This is an optimization exercise on Yosys and OpenROAD, whose aim is small area, not a production implementation.
In this exercise RTL edits were held to simulation tests only and were not proved equivalent to the original.
Power figures rest on the tool's default switching activity, not on a simulated workload.

**flow/config.mk**
```make
export PLATFORM = sky130hd
export DESIGN_NAME = uart_axil_bridge_top
export DESIGN_NICKNAME = uart_axil_bridge_top
export VERILOG_FILES = /design/flow/design.v
export SDC_FILE = /design/flow/constraint.sdc
export NUM_CORES = 4
export LEC_CHECK = 0
export CAP_MARGIN = 20
export CORE_MARGIN = 2
export CORE_UTILIZATION = 40
export SLEW_MARGIN = 20
```
**flow/constraint.sdc**
```tcl
create_clock -name core_clock -period 5.0 [get_ports {aclk}]
set_input_delay 1.0000 -clock core_clock [delete_from_list [all_inputs] [get_ports {aclk}]]
set_output_delay 1.0000 -clock core_clock [all_outputs]
set_load 0.01 [all_outputs]
```
**flow/design.v**
```verilog
package uart_bridge_pkg;
    localparam int PACKET_BYTES   = 9;
    localparam int BANK_SPAN_BITS = 8;        
    localparam logic [3:0] OPCODE_WR  = 4'hA;
    localparam logic [3:0] OPCODE_RD  = 4'h5;
    localparam logic [3:0] STATUS_OK  = 4'h0;
    localparam logic [3:0] STATUS_ERR = 4'hF;
    localparam logic [1:0] RESP_OKAY   = 2'b00;
    localparam logic [1:0] RESP_SLVERR = 2'b10;
    typedef struct packed {
        logic [31:0] data;
        logic [31:0] addr;
        logic [3:0]  opcode;
        logic [3:0]  status;
    } uart_packet_t;
    typedef struct packed {
        logic [31:0] awaddr;
        logic        awvalid;
        logic [31:0] wdata;
        logic [3:0]  wstrb;
        logic        wvalid;
        logic        bready;
        logic [31:0] araddr;
        logic        arvalid;
        logic        rready;
    } axil_req_t;
    typedef struct packed {
        logic        awready;
        logic        wready;
        logic        arready;
        logic        bvalid;
        logic [1:0]  bresp;
        logic        rvalid;
        logic [31:0] rdata;
        logic [1:0]  rresp;
    } axil_resp_t;
    localparam int AXIL_REQ_W  = 105;
    localparam int AXIL_RESP_W = 41;
endpackage
`timescale 1ns/1ps
module uart_rx #(
    parameter int CLKS_PER_BIT = 8
) (
    input  logic       aclk,
    input  logic       aresetn,
    input  logic       rxd,
    output logic [7:0] rx_byte,
    output logic       rx_strobe
);
    localparam int CNT_W = $clog2(CLKS_PER_BIT) + 1;
    logic [1:0]       sync;
    logic             busy;
    logic [CNT_W-1:0] cnt;
    logic [3:0]       bit_idx;        
    logic [7:0]       shift;
    always_ff @(posedge aclk)
    begin
        if (!aresetn)
        begin
            sync      <= 2'b11;
            busy      <= 1'b0;
            cnt       <= '0;
            bit_idx   <= '0;
            rx_strobe <= 1'b0;
        end
        else
        begin
            sync      <= {sync[0], rxd};
            rx_strobe <= 1'b0;
            if (!busy)
            begin
                if (!sync[1])
                begin
                    busy    <= 1'b1;
                    cnt     <= CNT_W'(CLKS_PER_BIT / 2 - 1);  
                    bit_idx <= '0;
                end
            end
            else if (cnt != '0)
            begin
                cnt <= cnt - 1'b1;
            end
            else
            begin
                cnt     <= CNT_W'(CLKS_PER_BIT - 1);
                bit_idx <= bit_idx + 1'b1;
                if (bit_idx == 4'd0 && sync[1])
                begin
                    busy <= 1'b0;                   
                end
                else if (bit_idx == 4'd9)
                begin
                    busy      <= 1'b0;
                    rx_strobe <= sync[1];           
                end
            end
        end
    end
    always_ff @(posedge aclk)
    begin
        if (busy && cnt == '0 && bit_idx >= 4'd1 && bit_idx <= 4'd8)
        begin
            shift <= {sync[1], shift[7:1]};         
        end
    end
    assign rx_byte = shift;
endmodule
`timescale 1ns/1ps
module uart_tx #(
    parameter int CLKS_PER_BIT = 8
) (
    input  logic       aclk,
    input  logic       aresetn,
    input  logic [7:0] tx_byte,
    input  logic       tx_valid,
    output logic       tx_ready,
    output logic       txd
);
    localparam int CNT_W = $clog2(CLKS_PER_BIT) + 1;
    logic [9:0]       shift;          
    logic [CNT_W-1:0] cnt;
    logic [3:0]       bits_left;
    always_ff @(posedge aclk)
    begin
        if (!aresetn)
        begin
            tx_ready  <= 1'b0;
            shift     <= '1;
            cnt       <= '0;
            bits_left <= '0;
        end
        else if (tx_ready)
        begin
            if (tx_valid)
            begin
                tx_ready  <= 1'b0;
                shift     <= {1'b1, tx_byte, 1'b0};
                cnt       <= CNT_W'(CLKS_PER_BIT - 1);
                bits_left <= 4'd9;
            end
        end
        else if (cnt != '0)
        begin
            cnt <= cnt - 1'b1;
        end
        else if (bits_left != '0)
        begin
            shift     <= {1'b1, shift[9:1]};
            cnt       <= CNT_W'(CLKS_PER_BIT - 1);
            bits_left <= bits_left - 1'b1;
        end
        else
        begin
            tx_ready <= 1'b1;                       
        end
    end
    assign txd = shift[0];
endmodule
`timescale 1ns/1ps
module uart_frame_codec (
    input  logic                        aclk,
    input  logic                        aresetn,
    input  logic [7:0]                  rx_byte,
    input  logic                        rx_strobe,
    output uart_bridge_pkg::uart_packet_t cmd_packet,
    output logic                        cmd_valid,
    input  logic                        cmd_ready,
    input  uart_bridge_pkg::uart_packet_t rsp_packet,
    input  logic                        rsp_valid,
    output logic                        rsp_ready,
    output logic [7:0]                  tx_byte,
    output logic                        tx_valid,
    input  logic                        tx_ready
);
    localparam logic [3:0] LAST_BYTE = 4'(uart_bridge_pkg::PACKET_BYTES - 1);
    logic [3:0]  rx_cnt;
    logic [3:0]  tx_idx;
    logic        tx_busy;
    logic [71:0] rsp_word;
    logic        rx_take;
    assign rx_take = rx_strobe && !cmd_valid;    
    always_ff @(posedge aclk)
    begin
        if (!aresetn)
        begin
            rx_cnt    <= '0;
            cmd_valid <= 1'b0;
            rsp_ready <= 1'b0;
            tx_busy   <= 1'b0;
            tx_idx    <= '0;
        end
        else
        begin
            if (cmd_valid && cmd_ready)
            begin
                cmd_valid <= 1'b0;
            end
            if (rx_take)
            begin
                if (rx_cnt == LAST_BYTE)
                begin
                    rx_cnt    <= '0;
                    cmd_valid <= 1'b1;
                end
                else
                begin
                    rx_cnt <= rx_cnt + 1'b1;
                end
            end
            rsp_ready <= rsp_valid && !tx_busy && !rsp_ready;
            if (rsp_valid && rsp_ready)
            begin
                tx_busy <= 1'b1;
                tx_idx  <= '0;
            end
            else if (tx_valid && tx_ready)
            begin
                if (tx_idx == LAST_BYTE)
                begin
                    tx_busy <= 1'b0;
                end
                tx_idx <= tx_idx + 1'b1;
            end
        end
    end
    always_ff @(posedge aclk)
    begin
        if (rx_take)
        begin
            cmd_packet <= {rx_byte, cmd_packet[71:8]};     
        end
        if (rsp_valid && rsp_ready)
        begin
            rsp_word <= rsp_packet;
        end
    end
    assign tx_valid = tx_busy;
    assign tx_byte  = rsp_word[8*tx_idx +: 8];
endmodule
`timescale 1ns/1ps
module axil_uart_master (
    input  logic                          aclk,
    input  logic                          aresetn,
    input  uart_bridge_pkg::uart_packet_t cmd_packet,
    input  logic                          cmd_valid,
    output logic                          cmd_ready,
    output uart_bridge_pkg::uart_packet_t rsp_packet,
    output logic                          rsp_valid,
    input  logic                          rsp_ready,
    output uart_bridge_pkg::axil_req_t    axil_req,
    input  uart_bridge_pkg::axil_resp_t   axil_resp
);
    typedef enum logic [3:0]
    {
        IDLE_AXIS_SLV,
        HAND_AXIS_SLV,
        IDLE_AXIL_WR,
        RESP_AXIL_WR,
        HAND_AXIL_WR,
        IDLE_AXIL_RD,
        RESP_AXIL_RD,
        HAND_AXIL_RD,
        IDLE_AXIS_MSTR,
        HAND_AXIS_MSTR
    } state_t;
    state_t                        state;
    uart_bridge_pkg::uart_packet_t cmd_q;
    logic                          aw_done;
    logic                          w_done;
    assign aw_done = axil_resp.awready || !axil_req.awvalid;
    assign w_done  = axil_resp.wready || !axil_req.wvalid;
    always_ff @(posedge aclk)
    begin
        if (!aresetn)
        begin
            state      <= IDLE_AXIS_SLV;
            cmd_ready  <= 1'b0;
            cmd_q      <= '0;
            rsp_packet <= '0;
            rsp_valid  <= 1'b0;
            axil_req   <= '0;
        end
        else
        begin
            case (state)
                IDLE_AXIS_SLV:
                begin
                    if (cmd_valid)
                    begin
                        state     <= HAND_AXIS_SLV;
                        cmd_q     <= cmd_packet;
                        cmd_ready <= 1'b1;
                    end
                end
                HAND_AXIS_SLV:
                begin
                    case (cmd_q.opcode)
                        uart_bridge_pkg::OPCODE_WR: state <= IDLE_AXIL_WR;
                        uart_bridge_pkg::OPCODE_RD: state <= IDLE_AXIL_RD;
                        default:                    state <= IDLE_AXIS_SLV;  
                    endcase
                    cmd_ready <= 1'b0;
                end
                IDLE_AXIL_WR:
                begin
                    state            <= RESP_AXIL_WR;
                    axil_req.awaddr  <= cmd_q.addr;
                    axil_req.awvalid <= 1'b1;
                    axil_req.wdata   <= cmd_q.data;
                    axil_req.wstrb   <= 4'hF;
                    axil_req.wvalid  <= 1'b1;
                end
                RESP_AXIL_WR:
                begin
                    if (axil_resp.awready)
                    begin
                        axil_req.awvalid <= 1'b0;
                    end
                    if (axil_resp.wready)
                    begin
                        axil_req.wvalid <= 1'b0;
                    end
                    if (aw_done && w_done)
                    begin
                        state           <= HAND_AXIL_WR;
                        axil_req.bready <= 1'b1;
                    end
                end
                HAND_AXIL_WR:
                begin
                    if (axil_resp.bvalid)
                    begin
                        state             <= IDLE_AXIS_MSTR;
                        axil_req.bready   <= 1'b0;
                        rsp_packet.data   <= cmd_q.data;       
                        rsp_packet.addr   <= cmd_q.addr;
                        rsp_packet.opcode <= uart_bridge_pkg::OPCODE_WR;
                        rsp_packet.status <= (axil_resp.bresp == uart_bridge_pkg::RESP_OKAY) ?
                            uart_bridge_pkg::STATUS_OK : uart_bridge_pkg::STATUS_ERR;
                    end
                end
                IDLE_AXIL_RD:
                begin
                    state            <= RESP_AXIL_RD;
                    axil_req.araddr  <= cmd_q.addr;
                    axil_req.arvalid <= 1'b1;
                end
                RESP_AXIL_RD:
                begin
                    if (axil_resp.arready)
                    begin
                        state            <= HAND_AXIL_RD;
                        axil_req.arvalid <= 1'b0;
                        axil_req.rready  <= 1'b1;
                    end
                end
                HAND_AXIL_RD:
                begin
                    if (axil_resp.rvalid)
                    begin
                        state             <= IDLE_AXIS_MSTR;
                        axil_req.rready   <= 1'b0;
                        rsp_packet.data   <= axil_resp.rdata;
                        rsp_packet.addr   <= cmd_q.addr;
                        rsp_packet.opcode <= uart_bridge_pkg::OPCODE_RD;
                        rsp_packet.status <= (axil_resp.rresp == uart_bridge_pkg::RESP_OKAY) ?
                            uart_bridge_pkg::STATUS_OK : uart_bridge_pkg::STATUS_ERR;
                    end
                end
                IDLE_AXIS_MSTR:
                begin
                    state     <= HAND_AXIS_MSTR;
                    rsp_valid <= 1'b1;
                end
                HAND_AXIS_MSTR:
                begin
                    if (rsp_ready)
                    begin
                        state     <= IDLE_AXIS_SLV;
                        rsp_valid <= 1'b0;
                    end
                end
                default:
                begin
                    state <= IDLE_AXIS_SLV;
                end
            endcase
        end
    end
endmodule
`timescale 1ns/1ps
module axil_addr_decoder #(
    parameter int N_BANKS = 4,
    localparam int SEL_W  = (N_BANKS > 1) ? $clog2(N_BANKS) : 1
) (
    input  logic                       aclk,
    input  logic                       aresetn,
    input  uart_bridge_pkg::axil_req_t axil_req,
    output logic [N_BANKS*uart_bridge_pkg::AXIL_REQ_W-1:0] bank_req,
    output logic [SEL_W-1:0]           wr_sel,
    output logic [SEL_W-1:0]           rd_sel,
    output logic                       wr_unmapped,
    output logic                       rd_unmapped
);
    localparam int BW = 32 - uart_bridge_pkg::BANK_SPAN_BITS;
    logic [BW-1:0]    aw_bank;
    logic [BW-1:0]    ar_bank;
    logic             aw_hit;
    logic             ar_hit;
    logic [SEL_W-1:0] w_route;
    logic             w_hit;
    uart_bridge_pkg::axil_req_t req_i;
    assign aw_bank = axil_req.awaddr[31:uart_bridge_pkg::BANK_SPAN_BITS];
    assign ar_bank = axil_req.araddr[31:uart_bridge_pkg::BANK_SPAN_BITS];
    assign aw_hit  = aw_bank < BW'(N_BANKS);
    assign ar_hit  = ar_bank < BW'(N_BANKS);
    assign w_route = axil_req.awvalid ? aw_bank[SEL_W-1:0] : wr_sel;
    assign w_hit   = axil_req.awvalid ? aw_hit : !wr_unmapped;
    always_ff @(posedge aclk)
    begin
        if (!aresetn)
        begin
            wr_sel      <= '0;
            rd_sel      <= '0;
            wr_unmapped <= 1'b0;
            rd_unmapped <= 1'b0;
        end
        else
        begin
            if (axil_req.awvalid)
            begin
                wr_sel      <= aw_bank[SEL_W-1:0];
                wr_unmapped <= !aw_hit;
            end
            if (axil_req.arvalid)
            begin
                rd_sel      <= ar_bank[SEL_W-1:0];
                rd_unmapped <= !ar_hit;
            end
        end
    end
    always_comb
    begin
        for (int i = 0; i < N_BANKS; i++)
        begin
            req_i         = axil_req;
            req_i.awvalid = axil_req.awvalid && aw_hit && aw_bank[SEL_W-1:0] == SEL_W'(i);
            req_i.wvalid  = axil_req.wvalid && w_hit && w_route == SEL_W'(i);
            req_i.bready  = axil_req.bready && !wr_unmapped && wr_sel == SEL_W'(i);
            req_i.arvalid = axil_req.arvalid && ar_hit && ar_bank[SEL_W-1:0] == SEL_W'(i);
            req_i.rready  = axil_req.rready && !rd_unmapped && rd_sel == SEL_W'(i);
            bank_req[i*uart_bridge_pkg::AXIL_REQ_W +: uart_bridge_pkg::AXIL_REQ_W] = req_i;
        end
    end
endmodule
`timescale 1ns/1ps
module axil_resp_mux #(
    parameter int N_BANKS = 4,
    localparam int SEL_W  = (N_BANKS > 1) ? $clog2(N_BANKS) : 1
) (
    input  logic                        aclk,
    input  logic                        aresetn,
    input  logic [N_BANKS*uart_bridge_pkg::AXIL_RESP_W-1:0] bank_resp,
    input  logic [SEL_W-1:0]            wr_sel,
    input  logic [SEL_W-1:0]            rd_sel,
    input  logic                        wr_unmapped,
    input  logic                        rd_unmapped,
    input  uart_bridge_pkg::axil_req_t  axil_req,
    output uart_bridge_pkg::axil_resp_t axil_resp
);
    logic aw_seen;        
    logic ar_seen;
    logic err_wready;
    logic err_bvalid;
    logic err_arready;
    logic err_rvalid;
    uart_bridge_pkg::axil_resp_t wr_resp;
    uart_bridge_pkg::axil_resp_t rd_resp;
    always_ff @(posedge aclk)
    begin
        if (!aresetn)
        begin
            aw_seen     <= 1'b0;
            ar_seen     <= 1'b0;
            err_wready  <= 1'b0;
            err_bvalid  <= 1'b0;
            err_arready <= 1'b0;
            err_rvalid  <= 1'b0;
        end
        else
        begin
            aw_seen     <= axil_req.awvalid;
            ar_seen     <= axil_req.arvalid;
            err_wready  <= axil_req.awvalid && axil_req.wvalid && aw_seen && wr_unmapped
                           && !err_wready && !err_bvalid;
            err_arready <= axil_req.arvalid && ar_seen && rd_unmapped
                           && !err_arready && !err_rvalid;
            if (err_wready)
            begin
                err_bvalid <= 1'b1;
            end
            else if (axil_req.bready)
            begin
                err_bvalid <= 1'b0;
            end
            if (err_arready)
            begin
                err_rvalid <= 1'b1;
            end
            else if (axil_req.rready)
            begin
                err_rvalid <= 1'b0;
            end
        end
    end
    always_comb
    begin
        wr_resp           = bank_resp[wr_sel*uart_bridge_pkg::AXIL_RESP_W +: uart_bridge_pkg::AXIL_RESP_W];
        rd_resp           = bank_resp[rd_sel*uart_bridge_pkg::AXIL_RESP_W +: uart_bridge_pkg::AXIL_RESP_W];
        axil_resp         = wr_resp;
        axil_resp.arready = rd_resp.arready;
        axil_resp.rvalid  = rd_resp.rvalid;
        axil_resp.rdata   = rd_resp.rdata;
        axil_resp.rresp   = rd_resp.rresp;
        if (wr_unmapped)
        begin
            axil_resp.awready = err_wready;
            axil_resp.wready  = err_wready;
            axil_resp.bvalid  = err_bvalid;
            axil_resp.bresp   = uart_bridge_pkg::RESP_SLVERR;
        end
        if (rd_unmapped)
        begin
            axil_resp.arready = err_arready;
            axil_resp.rvalid  = err_rvalid;
            axil_resp.rdata   = '0;
            axil_resp.rresp   = uart_bridge_pkg::RESP_SLVERR;
        end
    end
endmodule
`timescale 1ns/1ps
module axil_reg_bank #(
    parameter int REGS_PER_BANK = 8
) (
    input  logic                        aclk,
    input  logic                        aresetn,
    input  uart_bridge_pkg::axil_req_t  axil_req,
    output uart_bridge_pkg::axil_resp_t axil_resp
);
    localparam int IDX_W  = uart_bridge_pkg::BANK_SPAN_BITS - 2;
    localparam int RIDX_W = (REGS_PER_BANK > 1) ? $clog2(REGS_PER_BANK) : 1;
    logic [31:0]      regs [REGS_PER_BANK];
    logic [IDX_W-1:0] wr_idx;
    logic [IDX_W-1:0] rd_idx;
    logic             wr_hit;
    logic             rd_hit;
    logic             wr_start;
    logic             wr_accept;
    logic             rd_start;
    logic             rd_accept;
    assign wr_idx    = axil_req.awaddr[uart_bridge_pkg::BANK_SPAN_BITS-1:2];
    assign rd_idx    = axil_req.araddr[uart_bridge_pkg::BANK_SPAN_BITS-1:2];
    assign wr_hit    = int'(wr_idx) < REGS_PER_BANK;
    assign rd_hit    = int'(rd_idx) < REGS_PER_BANK;
    assign wr_start  = axil_req.awvalid && axil_req.wvalid && !axil_resp.awready
                       && !axil_resp.bvalid;
    assign wr_accept = axil_req.awvalid && axil_resp.awready
                       && axil_req.wvalid && axil_resp.wready;
    assign rd_start  = axil_req.arvalid && !axil_resp.arready && !axil_resp.rvalid;
    assign rd_accept = axil_req.arvalid && axil_resp.arready;
    always_ff @(posedge aclk)
    begin
        if (!aresetn)
        begin
            axil_resp <= '0;
            for (int i = 0; i < REGS_PER_BANK; i++)
            begin
                regs[i] <= '0;
            end
        end
        else
        begin
            axil_resp.awready <= wr_start;          
            axil_resp.wready  <= wr_start;
            axil_resp.arready <= rd_start;
            if (wr_accept)
            begin
                axil_resp.bvalid <= 1'b1;
                axil_resp.bresp  <= wr_hit ? uart_bridge_pkg::RESP_OKAY
                                           : uart_bridge_pkg::RESP_SLVERR;
                if (wr_hit)
                begin
                    regs[wr_idx[RIDX_W-1:0]] <= axil_req.wdata;
                end
            end
            else if (axil_req.bready)
            begin
                axil_resp.bvalid <= 1'b0;
            end
            if (rd_accept)
            begin
                axil_resp.rvalid <= 1'b1;
                axil_resp.rdata  <= rd_hit ? regs[rd_idx[RIDX_W-1:0]] : '0;
                axil_resp.rresp  <= rd_hit ? uart_bridge_pkg::RESP_OKAY
                                           : uart_bridge_pkg::RESP_SLVERR;
            end
            else if (axil_req.rready)
            begin
                axil_resp.rvalid <= 1'b0;
            end
        end
    end
endmodule
`timescale 1ns/1ps
module uart_axil_bridge_top #(
    parameter int N_BANKS       = 4,
    parameter int REGS_PER_BANK = 8,
    parameter int CLKS_PER_BIT  = 8
) (
    input  logic aclk,
    input  logic aresetn,
    input  logic rxd,
    output logic txd
);
    localparam int SEL_W = (N_BANKS > 1) ? $clog2(N_BANKS) : 1;
    logic [7:0]                    rx_byte;
    logic                          rx_strobe;
    logic [7:0]                    tx_byte;
    logic                          tx_valid;
    logic                          tx_ready;
    uart_bridge_pkg::uart_packet_t cmd_packet;
    logic                          cmd_valid;
    logic                          cmd_ready;
    uart_bridge_pkg::uart_packet_t rsp_packet;
    logic                          rsp_valid;
    logic                          rsp_ready;
    uart_bridge_pkg::axil_req_t    axil_req;
    uart_bridge_pkg::axil_resp_t   axil_resp;
    logic [N_BANKS*uart_bridge_pkg::AXIL_REQ_W-1:0]  bank_req;
    logic [N_BANKS*uart_bridge_pkg::AXIL_RESP_W-1:0] bank_resp;
    logic [SEL_W-1:0]              wr_sel;
    logic [SEL_W-1:0]              rd_sel;
    logic                          wr_unmapped;
    logic                          rd_unmapped;
    uart_rx #(.CLKS_PER_BIT(CLKS_PER_BIT)) u_rx (
        .aclk, .aresetn, .rxd, .rx_byte, .rx_strobe
    );
    uart_frame_codec u_codec (
        .aclk, .aresetn, .rx_byte, .rx_strobe,
        .cmd_packet, .cmd_valid, .cmd_ready,
        .rsp_packet, .rsp_valid, .rsp_ready,
        .tx_byte, .tx_valid, .tx_ready
    );
    axil_uart_master u_master (
        .aclk, .aresetn, .cmd_packet, .cmd_valid, .cmd_ready,
        .rsp_packet, .rsp_valid, .rsp_ready, .axil_req, .axil_resp
    );
    axil_addr_decoder #(.N_BANKS(N_BANKS)) u_decoder (
        .aclk, .aresetn, .axil_req, .bank_req,
        .wr_sel, .rd_sel, .wr_unmapped, .rd_unmapped
    );
    for (genvar g = 0; g < N_BANKS; g++)
    begin : g_bank
        axil_reg_bank #(.REGS_PER_BANK(REGS_PER_BANK)) u_bank (
            .aclk, .aresetn, .axil_req(bank_req[g*uart_bridge_pkg::AXIL_REQ_W +: uart_bridge_pkg::AXIL_REQ_W]),
            .axil_resp(bank_resp[g*uart_bridge_pkg::AXIL_RESP_W +: uart_bridge_pkg::AXIL_RESP_W])
        );
    end
    axil_resp_mux #(.N_BANKS(N_BANKS)) u_resp_mux (
        .aclk, .aresetn, .bank_resp, .wr_sel, .rd_sel,
        .wr_unmapped, .rd_unmapped, .axil_req, .axil_resp
    );
    uart_tx #(.CLKS_PER_BIT(CLKS_PER_BIT)) u_tx (
        .aclk, .aresetn, .tx_byte, .tx_valid, .tx_ready, .txd
    );
endmodule
```
**flow/run.sh**
```bash
#!/bin/bash
# synth_recipe.tcl (not shown) runs the flow's synth.tcl, then flattens the netlist and writes it again
# the make line also repeats each setting of config.mk as NAME=value (left out here)
make -C /OpenROAD-flow-scripts/flow DESIGN_CONFIG=/design/flow/config.mk WORK_HOME=/design/flow/orfs CLKGATE_MAP_FILE= SYNTH_SCRIPT=/design/flow/synth_recipe.tcl finish
```
==> results.txt, run 1 <==
Status
The run finished with no timing, DRC or antenna violations.

Worst setup path
The worst flop-to-flop path startpoint is u_master.axil_req[35]. Broken down by cell family, the worst path's largest delay share belongs to simple AND/OR/NAND/NOR gates. For the worst setup path, the data required time is 5.41 ns. The signal on the critical path passes through nor4b_4 -> nand4_4 -> nor3_2 -> and4_4 -> nand2b_2. Across all register-to-register paths, the minimum setup slack is 1.30 ns.

The standard cell with the maximum stage delay on the critical path is nand2b_2. The worst setup path is of the reg -> reg kind. The count of cells along the worst register-to-register path is 5. The terminus of the critical flop-to-flop path is g_bank[2].u_bank.regs[7][29]. The critical path arrival is approximately 4 ns.

The endpoint class of the critical path is a flop. Counting both buffers and inverters, the worst setup path holds a total of 0. STA classifies the critical path startpoint as a flop. The biggest cell delay along the critical path is 0.80 ns. Of all nets on the critical path, the largest fanout is 33.

Timing
The final count of hold timing violations is 0. The total of endpoints with negative setup slack in the final report is 0. On the final layout, the worst hold slack is 0.413 ns. The post-route clock period utilization is about three quarters. The fmax is about 0.27 GHz. At the pin with the least slew margin, the transition time is approximately 1.2 ns. The worst-case clock skew is 0.0463 ns. Setup repair after global routing left no endpoint under its margin. The summed negative setup slack over all endpoints is 0 ns. The worst setup slack after layout is ~1.3 ns.

The number of pins exceeding their max-slew limit in the final report is 0. The tightest slew margin relative to the limit is a little under a fifth. For the finished layout, the period the worst path requires is 3.70 ns.

Cells and area
The area growth from synthesis to layout is 11.2%. The combined flip-flop and latch cell area is 44000 um^2. The share of cells above drive strength 1 is between 10% and 20%. The post-layout utilization of the core is ~45%. The count of cells in the finished layout, fillers not included, comes to between 7000 and 8000. The footprint of the multi-input gates is between 20000 and 25000 um^2. For this run, the post-layout net count is roughly 4800. The layout has 14900 filler cells.

Logic synthesis
The post-synthesis cell count is around 5100. The synthesized design contains 1167 enable-type register cells. During synthesis, Yosys emitted a total of 7 warnings. The number of nets handed over by synthesis was approximately 5100. After synthesis the netlist holds a flip-flop and latch count of approximately 1600. The sequential area share after synthesis is about 64%. Synthesis instantiated 74 different standard cells from the library. Counting flops with an async set or reset pin after synthesis yields a share of 0%. The most used flip-flop cell after synthesis is edfxtp_1. The average instance area after synthesis is 13.6 um^2. The cell area after technology mapping is roughly 69000 um^2.

Die
In this run the horizontal extent of the chip is 418 um. From bottom edge to top edge, the die measures about 420 um. The core area is roughly 170000 um^2. The initial core utilization is approximately two fifths. The die outline area is ~170000 um^2. The row count is between 150 and 200.

The number of primary I/O pins is 4.

Power
The net switching component of the power is between 6 and 7 mW. The part of the total power dissipated in combinational logic is approximately 3.0%. Cell internal power was estimated by the tool at 22.2 mW. The part of the power in the clock network is ~45%.

The leakage power of the design is ~28 nW. The peak supply drop is 0.322 mV. The share of total power consumed by net switching is 21.6%. For this design the ratio of total power to cell area is about 370 nW/um^2.

Sequential cells account for between 50% and 60% of the total power.

Place
The last weighted congestion value of the routability-driven placer is roughly 0.84. Prior to clock tree synthesis, the placed netlist has a worst setup slack of 1.11 ns. During placement, the flow inserted port buffers numbering 3.

The placed instance count is about 7000. The half-perimeter wire length of the detailed placement result is 113000 um.

Clock network
TritonCTS built the clock tree. After clock tree synthesis, the setup repair step added 0 buffers. The cell chosen for the clock root is clkbuf_16. The clock network latency to the later pin of the worst-skew pair is between 0.8 and 0.9 ns. The clock slew at the register clock pins of the worst setup and hold paths is ~0.06 ns. The number of gates resized after CTS was 0. The number of clock sinks is approximately 1600. No sink is reached through more buffers than the 3 on the longest clock path. The CTS H-tree depth is 4. The number of hold buffers added after cts is 0.

The number of buffers created by CTS is between 150 and 200.

Route
The final route contains ~42000 vias. The count of unresolved DRC violations after routing is 0. The number of design-rule violations left by the first detailed-router iteration is 4974. The antenna violation net count after detailed routing is 0. The routed length per placed instance is about 27 um. After detailed routing, the number of vias per cell comes to 5.83. The detailed-routing iteration count for the pre-antenna-repair pass is 6. Wires add up to around 190000 um.

Run
Across the run, the number of max-cap violations was 0.

Min path
The worst-case hold path end point is u_rx.sync[1]. The cell depth of the worst hold path is 1. The path class of the tightest hold or removal check is reg -> reg. The worst hold path begins at u_rx.sync[0].

Global routing
The via count of the first global-routing pass came to ~41000. The global router's overall resource usage is approximately 22%. The number of antenna violations at the first check in global routing is 16. Global routing finished with a remaining overflow of 0. The largest net degree at the start of global routing is 202. The first global-routing pass estimated 285000 um of wire.
==> cell usage in the layout, fill, tap and decap left out, drive strengths merged, types with 91 or more instances in the layout <==
master / netlist / final
nand2: 428 / 428
and2: 229 / 229
a21oi: 269 / 269
dfxtp: 445 / 445
mux4: 306 / 306
buf: 105 / 126
nor2: 179 / 179
a2bb2oi: 129 / 129
clkbuf: 428 / 228
and3: 812 / 812
nand3: 91 / 91
mux2i: 141 / 141
edfxtp: 1167 / 1167
==> per-stage QoR <==
stage	total power [mW]	instance area (um^2)
floorplan	15.5	68500
global placement	15.9	70600
detailed placement	15.9	70600
CTS	28.5	76200
global route	29.1	76200
finish	28.3	76200
==> per-layer routing <==
layer / vias to the layer above / track usage [%] / part of all wire [%]
met4: 8 / 8.35 / 3.8
met5: - / 0 / 0.034
met2: 1492 / 35.3 / 47
li1: 18500 / - / -
met3: 336 / 4.15 / 7.2
met1: 21600 / 30.2 / 42
==> flip-flops by register name, indices dropped and copies added (netlist names), 2 cells and up, named ones only <==
| register | count |
|---|---|
| g_bank.u_bank.regs | 1024 |
| g_bank.u_bank.axil_resp | 152 |
| u_master.axil_req | 96 |
| u_codec.cmd_packet | 68 |
| u_master.cmd_q | 68 |
| u_codec.rsp_word | 67 |
| u_master.rsp_packet | 67 |
| u_tx.shift | 9 |
| u_rx.shift | 8 |
| u_codec.rx_cnt | 4 |
| u_codec.tx_idx | 4 |
| u_master.state | 4 |
| u_rx.bit_idx | 4 |
| u_rx.cnt | 4 |
| u_tx.bits_left | 4 |
| u_tx.cnt | 4 |
| u_decoder.rd_sel | 2 |
| u_decoder.wr_sel | 2 |
| u_rx.sync | 2 |
==> synthesized netlist by cell type, drive strengths merged (91+ instances only) <==
cell	number	area share (%)
dfxtp	445	13
edfxtp	1167	51
and2	229	2.1
mux2i	141	2.1
mux4	306	10
and3	812	7.4
clkbuf	428	2.4
nand3	91	0.66
a21oi	269	2.0
nand2	428	2.3
a2bb2oi	129	1.6
buf	105	0.82
nor2	179	0.98
==> how the worst max path moves through the flow <==
stage | from | end | slack [ns] | cells past startpoint
floorplan | aresetn | g_bank[3].u_bank.regs[1][0] | 1.89 | 7
global placement | aresetn | g_bank[3].u_bank.regs[3][24] | 1.14 | 6
detailed placement | aresetn | g_bank[3].u_bank.regs[3][25] | 1.11 | 6
CTS | u_master.axil_req[35] | g_bank[2].u_bank.regs[7][19] | 1.29 | 5
global route | u_master.axil_req[35] | g_bank[2].u_bank.regs[7][8] | 1.06 | 5
finish | u_master.axil_req[35] | g_bank[2].u_bank.regs[7][29] | 1.30 | 5
==> area by class of cell <==
class                   count  share of cell area [%]
diodes                      8                  0.0263
well taps                2218                    3.64
clock buffers             228                    6.19
repair buffers            128                    1.68
flip-flops and latches   1612                    57.7
clock inverters            88                    1.14
multi-input cells        2882                    29.5
inverters                  24                   0.128
==> power groups by stage <==
stage | registers, mW | logic (mW) | clock network (mW)
2_1_floorplan | 15.0 | 0.591 | 0
3_3_place_gp | 15.0 | 0.844 | 0
3_5_place_dp | 15.0 | 0.854 | 0
4_1_cts | 14.7 | 0.858 | 12.9
5_1_grt | 14.8 | 0.928 | 13.4
6_report | 14.7 | 0.851 | 12.7
==> worst register-to-register path, delay by kind of cell (launching register included) <==
| family | cells | cell delay (ns) |
|---|---|---|
| DFF | 1 | 0.57 |
| and+or+nand+nor | 5 | 2.72 |
==> cell families after synthesis <==
family / Yosys count / synth area share (%)
mux: 452 / 12.2
buf+inv: 557 / 3.37
compound gates: 539 / 4.98
xor+xnor: 6 / 0.0767
simple gates: 1874 / 15.0
flops: 1612 / 64.1
fa+ha+maj: 11 / 0.201
==> run 2, diff against run 1 <==
==> flow/design.v (replaced) <==
`timescale 1ns/1ps
module uart_axil_bridge_top #(
    parameter int N_BANKS       = 4,
    parameter int REGS_PER_BANK = 8,
    parameter int CLKS_PER_BIT  = 8
) (
    input  logic aclk,
    input  logic aresetn,
    input  logic rxd,
    output logic txd
);
    logic [1:0]  sync;
    logic [4:0]  t;               
    logic        clr;             
    logic [31:0] ring [32];
    logic        rx_busy;
    logic [2:0]  rx_bit;
    logic [3:0]  rx_byte;
    logic        cand_wr;         
    logic        op_ok;           
    logic [63:0] s;               
    logic        pend;            
    logic        cur_wr;
    logic        err_f;
    logic        tx_busy;
    logic [3:0]  tx_bit;          
    logic [3:0]  tx_byte;
    logic [5:0]  k;               
    logic        ph0;
    logic        rx_samp;
    logic        rx_shift;
    logic        rx_done;
    logic        err;
    logic        hit;
    logic        opgo;
    logic        wr_now;
    logic        rd_load;
    logic        tx_samp;
    logic        tx_adv;
    logic        dbit;
    assign ph0      = t[2:0] == 3'd0;
    assign rx_samp  = ph0 && rx_busy;
    assign rx_shift = rx_samp && rx_byte != 4'd0;
    assign rx_done  = rx_samp && rx_bit == 3'd7 && rx_byte == 4'd8;
    assign err     = |{s[31:10], s[7:5]};
    assign hit     = t == {s[9:8], s[4:2]};
    assign opgo    = pend && !tx_busy && (err || hit);
    assign wr_now  = opgo && cur_wr && !err;
    assign rd_load = opgo && !cur_wr && !err;
    assign tx_samp = ph0 && tx_busy;
    assign tx_adv  = tx_samp && tx_byte != 4'd0 && tx_bit != 4'd0 && tx_bit != 4'd9;
    always_comb
    begin
        if (tx_byte == 4'd0)
        begin
            dbit = (tx_bit > 4'd4) ? (tx_bit[0] ^ cur_wr) : err_f;
        end
        else
        begin
            dbit = s[k] && !(tx_byte > 4'd4 && err_f && !cur_wr);
        end
    end
    always_ff @(posedge aclk)
    begin
        if (!aresetn)
        begin
            sync    <= 2'b11;
            t       <= '0;
            clr     <= 1'b1;
            rx_busy <= 1'b0;
            rx_byte <= '0;
            pend    <= 1'b0;
            tx_busy <= 1'b0;
            txd     <= 1'b1;
        end
        else
        begin
            sync <= {sync[0], rxd};
            t    <= t + 1'b1;
            if (t == 5'd31)
            begin
                clr <= 1'b0;
            end
            if (ph0)
            begin
                if (!rx_busy)
                begin
                    if (!sync[1])
                    begin
                        rx_busy <= 1'b1;
                    end
                end
                else if (rx_bit == 3'd7)
                begin
                    rx_busy <= 1'b0;
                    rx_byte <= (rx_byte == 4'd8) ? 4'd0 : rx_byte + 1'b1;
                end
            end
            if (rx_done && op_ok)
            begin
                pend <= 1'b1;
            end
            if (opgo)
            begin
                pend    <= 1'b0;
                tx_busy <= 1'b1;
            end
            if (tx_samp)
            begin
                txd <= (tx_bit == 4'd0) ? 1'b0 : (tx_bit == 4'd9) ? 1'b1 : dbit;
                if (tx_bit == 4'd9 && tx_byte == 4'd8)
                begin
                    tx_busy <= 1'b0;
                end
            end
        end
    end
    always_ff @(posedge aclk)
    begin
        if (ph0 && !rx_busy)
        begin
            rx_bit <= '0;
        end
        if (rx_samp)
        begin
            rx_bit <= rx_bit + 1'b1;
            if (rx_byte == 4'd0 && rx_bit[2])
            begin
                case (rx_bit[1:0])
                    2'd0: begin cand_wr <= !sync[1]; op_ok <= 1'b1; end
                    2'd1, 2'd3: op_ok <= op_ok && (sync[1] == cand_wr);
                    default: op_ok <= op_ok && (sync[1] != cand_wr);
                endcase
            end
        end
        if (rx_shift)
        begin
            s <= {sync[1], s[63:1]};
        end
        else if (rd_load)
        begin
            for (int i = 0; i < 32; i++)
            begin
                s[32 + i] <= ring[i][0];
            end
        end
        if (rx_done)
        begin
            cur_wr <= cand_wr;
        end
        if (opgo)
        begin
            err_f   <= err;
            tx_bit  <= '0;
            tx_byte <= '0;
            k       <= '0;
        end
        else
        begin
            if (tx_samp)
            begin
                if (tx_bit == 4'd9)
                begin
                    tx_bit  <= '0;
                    tx_byte <= tx_byte + 1'b1;
                end
                else
                begin
                    tx_bit <= tx_bit + 1'b1;
                end
            end
            k <= k + tx_adv - rx_shift;
        end
    end
    always_ff @(posedge aclk)
    begin
        for (int i = 0; i < 32; i++)
        begin
            for (int j = 0; j < 31; j++)
            begin
                ring[i][j] <= ring[i][j + 1];
            end
            ring[i][31] <= clr ? 1'b0 : wr_now ? s[32 + i] : ring[i][0];
        end
    end
endmodule
==> results.txt, run 2 <==
Worst setup path
The standard cell with the maximum stage delay on the critical path is nor2_4. The worst register-to-register path begins at t[0]. The terminus of the critical flop-to-flop path is k[5].

The most frequent cell on the critical path is ha_1. The critical path arrival is 4.15 ns (+0.04 ns). The maximum fanout along the worst path is 25 (-24%). In this run the worst setup path begins at t[0].

The category of the worst setup path launch point is a flop. The endpoint class of the critical path is a flop. The path type of the worst setup path is reg -> reg. The minimum setup slack among reg-to-reg paths is 1.35 ns (+0.05 ns). Walking the worst path, the cells encountered are inv_1 -> ha_1 -> nor2b_1 -> nand2_1 -> nor2_4 -> ha_1 -> inv_1 -> ha_1 -> a21o_1 -> a21oi_1 -> o21bai_1 -> a21oi_1 -> xnor2_1 -> nor2_1. The count of cells along the worst register-to-register path is 14 (+9). The biggest cell delay along the critical path is 0.66 ns (-0.14 ns). The critical path ends at k[5]. The required time of the critical path is 5.50 ns (+0.09 ns).

Cells and area
The area growth from synthesis to layout is 17.3%. The post-layout utilization of the core was 47.3% (+2.4 points). The footprint of the multi-input gates is 2440 um^2 (-89%). The top register by number of flip-flops is ring. The share of cells above drive strength 1 is 13.2% (-2.6 points). In the final layout, the registers with the most flip-flops are ring (1024), s (64), k (6). The most common cell after layout, fill and taps aside is dfxtp_1. The post-layout net count was 1577 (-67%). The filler cell count was 5452 (-63%).

The combined flip-flop and latch cell area is 23200 um^2 (-47%). In the layout the commonest cells are 1054 x dfxtp_1, 109 x clkbuf_16, 71 x edfxtp_1, 60 x nor2_1, 47 x mux2i_1. The number of flip-flops under the largest register name is 1024 (unchanged).

Route
The count of unresolved DRC violations after routing was 0 (unchanged). The count of vias placed by the detailed router came to 9989 (-76%). The antenna violation net count after detailed routing is 0 (unchanged). The detailed-routing iteration count for the pre-antenna-repair pass is 4 (-2). The detailed-route vias per instance is 4.01 (-31%). The total detailed-routing wirelength was 31400 um (-84%). The routed length per placed instance is 12.6 um (-54%).

The number of design-rule violations left by the first detailed-router iteration was 519 (-90%).

Logic synthesis
The top cell type by total area after synthesis is dfxtp_1. The sequential area share after synthesis is 89.7% (+26 points). Sorting the synthesized cells by how often they occur yields 1054 x dfxtp_1, 71 x edfxtp_1, 61 x nor2_1, 47 x mux2i_1, 35 x mux2_2. The top flip-flop cell by instance count after synthesis is dfxtp_1. The most common cell in the synthesized netlist is dfxtp_1. The proportion of register bits with asynchronous set or reset after synthesis came to 0% (unchanged). The synthesis-stage register bit count is 1125 (-30%).

The post-synthesis cell count is 1473 (-71%). The number of distinct standard cells referenced by the synthesized netlist was 50 (-32%). The share of Yosys cell area claimed by the top area cell type is 81.5% (+30 points). In the post-synthesis netlist, the biggest area contributors are dfxtp_1 82%, edfxtp_1 8.2%, mux2i_1 1.8%. The number of enable flip-flop cells after synthesis came to 71 (-94%). The cell area after technology mapping is 25900 um^2 (-62%). The count of yosys warnings during synthesis is 2 (-5). The average instance area after synthesis is 17.6 um^2 (+30%).

The synthesized net count is 1494 (-71%).

Power
The peak supply drop was 0.249 mV (-23%). The cell internal power dissipation was 13.9 mW (-38%). The share of total power consumed by net switching is 19.5% (-2.1 points). The net switching component of the power came to 3.34 mW (-45%). The part of the power in the clock network came to 44.9% (about the same).

The part of the total power dissipated in combinational logic is 1.9% (-1.1 points). The fraction of power consumed by sequential logic is 53.2% (+1.2 points). The power density over the cells came to 567 nW/um^2 (+52%). The leakage power of the design was 12.1 nW (-57%).

Clock network
The number of buffers created by CTS is 99 (-41%). The CTS H-tree depth was 3 (-1). The cell chosen for the clock root is clkbuf_16. The clock network latency to the later pin of the worst-skew pair was 0.63 ns (-0.18 ns). The number of buffers on the longest clock path is 3 (unchanged). The clock slew at the register clock pins of the worst setup and hold paths came to 0.06 ns (about the same). The count of cells resized by post-cts repair is 0 (unchanged). The CTS tree is done.

The count of buffers added by post-CTS timing repair for setup is 0 (unchanged). The number of hold buffers added after cts is 0 (unchanged). The number of clock sinks came to 1125 (-30%).

Global routing
The global router's overall resource usage is 9.74% (-12 points). The largest net degree at the start of global routing is 43 (-79%). The first-pass GRT wire length is 52200 um (-82%). The via count of the first global-routing pass is 10100 (-75%). The number of antenna violations at the first check in global routing was 1 (-15). The sum of overflow across all layers after global routing is 0 (unchanged).

Timing
The post-route clock period utilization is 73.1% (-0.94 points). The actual slew at the worst max-slew pin came to 0.779 ns (-0.448 ns). The fmax is 0.274 GHz (+1.3%). The worst slack on hold paths is 0.308 ns (-0.105 ns). The final count of hold timing violations is 0 (unchanged).

The worst-case clock skew was 0.0226 ns (-0.0237 ns). The final critical-path required period is 3.65 ns (-0.0469 ns). The number of pins exceeding their max-slew limit in the final report was 0 (unchanged). The total of endpoints with negative setup slack in the final report is 0 (unchanged). The summed negative setup slack over all endpoints is 0 ns (unchanged).

The tightest slew margin relative to the limit was 48.0% (+30 points). Setup repair after global routing left no endpoint under its margin.

Die
The core area is 64200 um^2 (-62%). The initial core utilization is 40.3% (-0.045 points). The number of primary I/O pins came to 4 (unchanged).

The x dimension of the die is 258 um (-38%). The die span in y is 258 um (-38%). The row count is 93 (-38%).

The die outline area is 66800 um^2 (-62%).

Place
The last weighted congestion value of the routability-driven placer is 0.731 (-13%). The half-perimeter wire length of the detailed placement result is 16800 um (-85%). The quantity of I/O buffers inserted on ports is 3 (unchanged).

Min path
The type of the worst min-delay path is reg -> reg.

Run
The reported max-cap violation count is 0 (unchanged).

Status
The flow ran to the end and the layout has no timing, DRC or antenna violations.
run 2: cell count changes after synthesis, moves of 53 or more:
cell,before,now
nand2_1,428,7
dfxtp_1,445,1054
buf_2,72,6
a2bb2oi_1,129,2
mux4_2,306,8
nand3_1,91,5
o21ai_0,60,7
and3_1,812,6
and2_1,229,5
a21oi_1,269,9
mux2i_1,141,47
clkbuf_1,388,10
nor2_1,178,61
edfxtp_1,1167,71
run 2: layout make-up:
class | instances | area share, %
antenna | 1 | 0.00824
clock buffer | 146 | 10.1
clock inverter | 37 | 1.37
inverter | 19 | 0.235
multi-input combinational | 304 | 8.05
sequential | 1125 | 76.5
tap | 855 | 3.52
timing repair buffer | 7 | 0.198
run 2: layer usage:
layer / GRT usage (%) / share of wire (%) / vias to the layer above / wire length [um]
met5: 0 / 0 / - / 0
met4: 4.72 / 2.9 / 0 / 923
met3: 3.08 / 4.3 / 75 / 1350
met2: 13.3 / 41 / 128 / 12800
met1: 13.9 / 52 / 4810 / 16300
li1: - / - / 4976 / -
run 2: cell families (layout without fill, tap and decap cells):
family                     Yosys count  after routing  synth area share [%]
DFF                               1125           1125                  89.7
muxes                               90             90                  4.04
xor gates and xnor gates            24             24                 0.812
adders and majority gates           18             18                 0.899
other                                0              1                     0
AOI/OAI and AO/OA                   39             39                  1.02
and+or+nand+nor                    133            133                  2.64
buffers and inverters               44            209                 0.841
run 2: worst min path at each step:
stage	from	end	slack (ns)	cells after the start
5_1_grt	ring[5][12]	ring[5][11]	0.32	0
2_1_floorplan	ring[0][1]	ring[0][0]	0.31	0
3_5_place_dp	ring[13][29]	ring[13][28]	0.31	0
6_report	ring[20][18]	ring[20][17]	0.31	0
4_1_cts	ring[20][18]	ring[20][17]	0.31	0
3_3_place_gp	ring[15][15]	ring[15][14]	0.31	0
run 2: critical path, delay by kind of cell (launching register included):
| family | cells | cell delay (ns) |
|---|---|---|
| buffers and inverters | 2 | 0.13 |
| AND/OR/NAND/NOR | 4 | 1.51 |
| flip-flops | 1 | 0.35 |
| XOR/XNOR | 1 | 0.13 |
| adder cells (fa/ha/maj) | 3 | 0.74 |
| AO/OA/AOI/OAI | 4 | 0.64 |
run 2: metrics by stage:
step,cells,cell area (um^2),total power [mW],setup slack (ns)
detailed placement,2310,26900,9.68,1.33
global route,2493,30300,17.8,0.993
global placement,2310,26900,9.67,1.49
floorplan,1473,25900,9.60,1.69
CTS,2493,30300,17.4,1.32
finish,2494,30400,17.2,1.35
run 2: power groups by stage:
| stage | registers, mW | logic [mW] | clock network, mW |
|---|---|---|---|
| 5_1_grt | 9.14 | 0.374 | 8.33 |
| 3_3_place_gp | 9.34 | 0.334 | 0 |
| 6_report | 9.14 | 0.333 | 7.72 |
| 4_1_cts | 9.14 | 0.337 | 7.95 |
| 3_5_place_dp | 9.34 | 0.335 | 0 |
| 2_1_floorplan | 9.30 | 0.295 | 0 |

static timing again, ports no longer ideal:
How much do the figures lean on ideal ports? The routed layouts below were timed once more, with nothing changed but the port constraints.
Step 1 sets driving cells, clkbuf_16 on the clock port and buf_2 on the other inputs (assumed; they add their load-dependent delay and slew).
Step 2, shift: input delay + t, output delay - t, t = (earliest + latest rising clock arrival at the registers) / 2. This alone moves slack from input paths to output paths.
Slacks: no drivers / after step 1 / after step 2; pairs: no drivers / after step 1.
run | t (ns) | slack for setup (ns) | latest minus earliest clock arrival (ns) | worst slew at a driven data input, ns | pins driven straight from the clock port
run 1 | 0.865 | 1.300 / 1.300 / 1.047 | 0.051 / 0.050 | 0.06 | 1
run 2 | 0.680 | 1.347 / 1.347 / 1.347 | 0.024 / 0.023 | 0.03 | 1
After both steps every run listed still meets setup and hold. For run 1, which loses most, drivers alone change the setup slack by 0.000 ns; drivers and shift together by -0.253 ns.
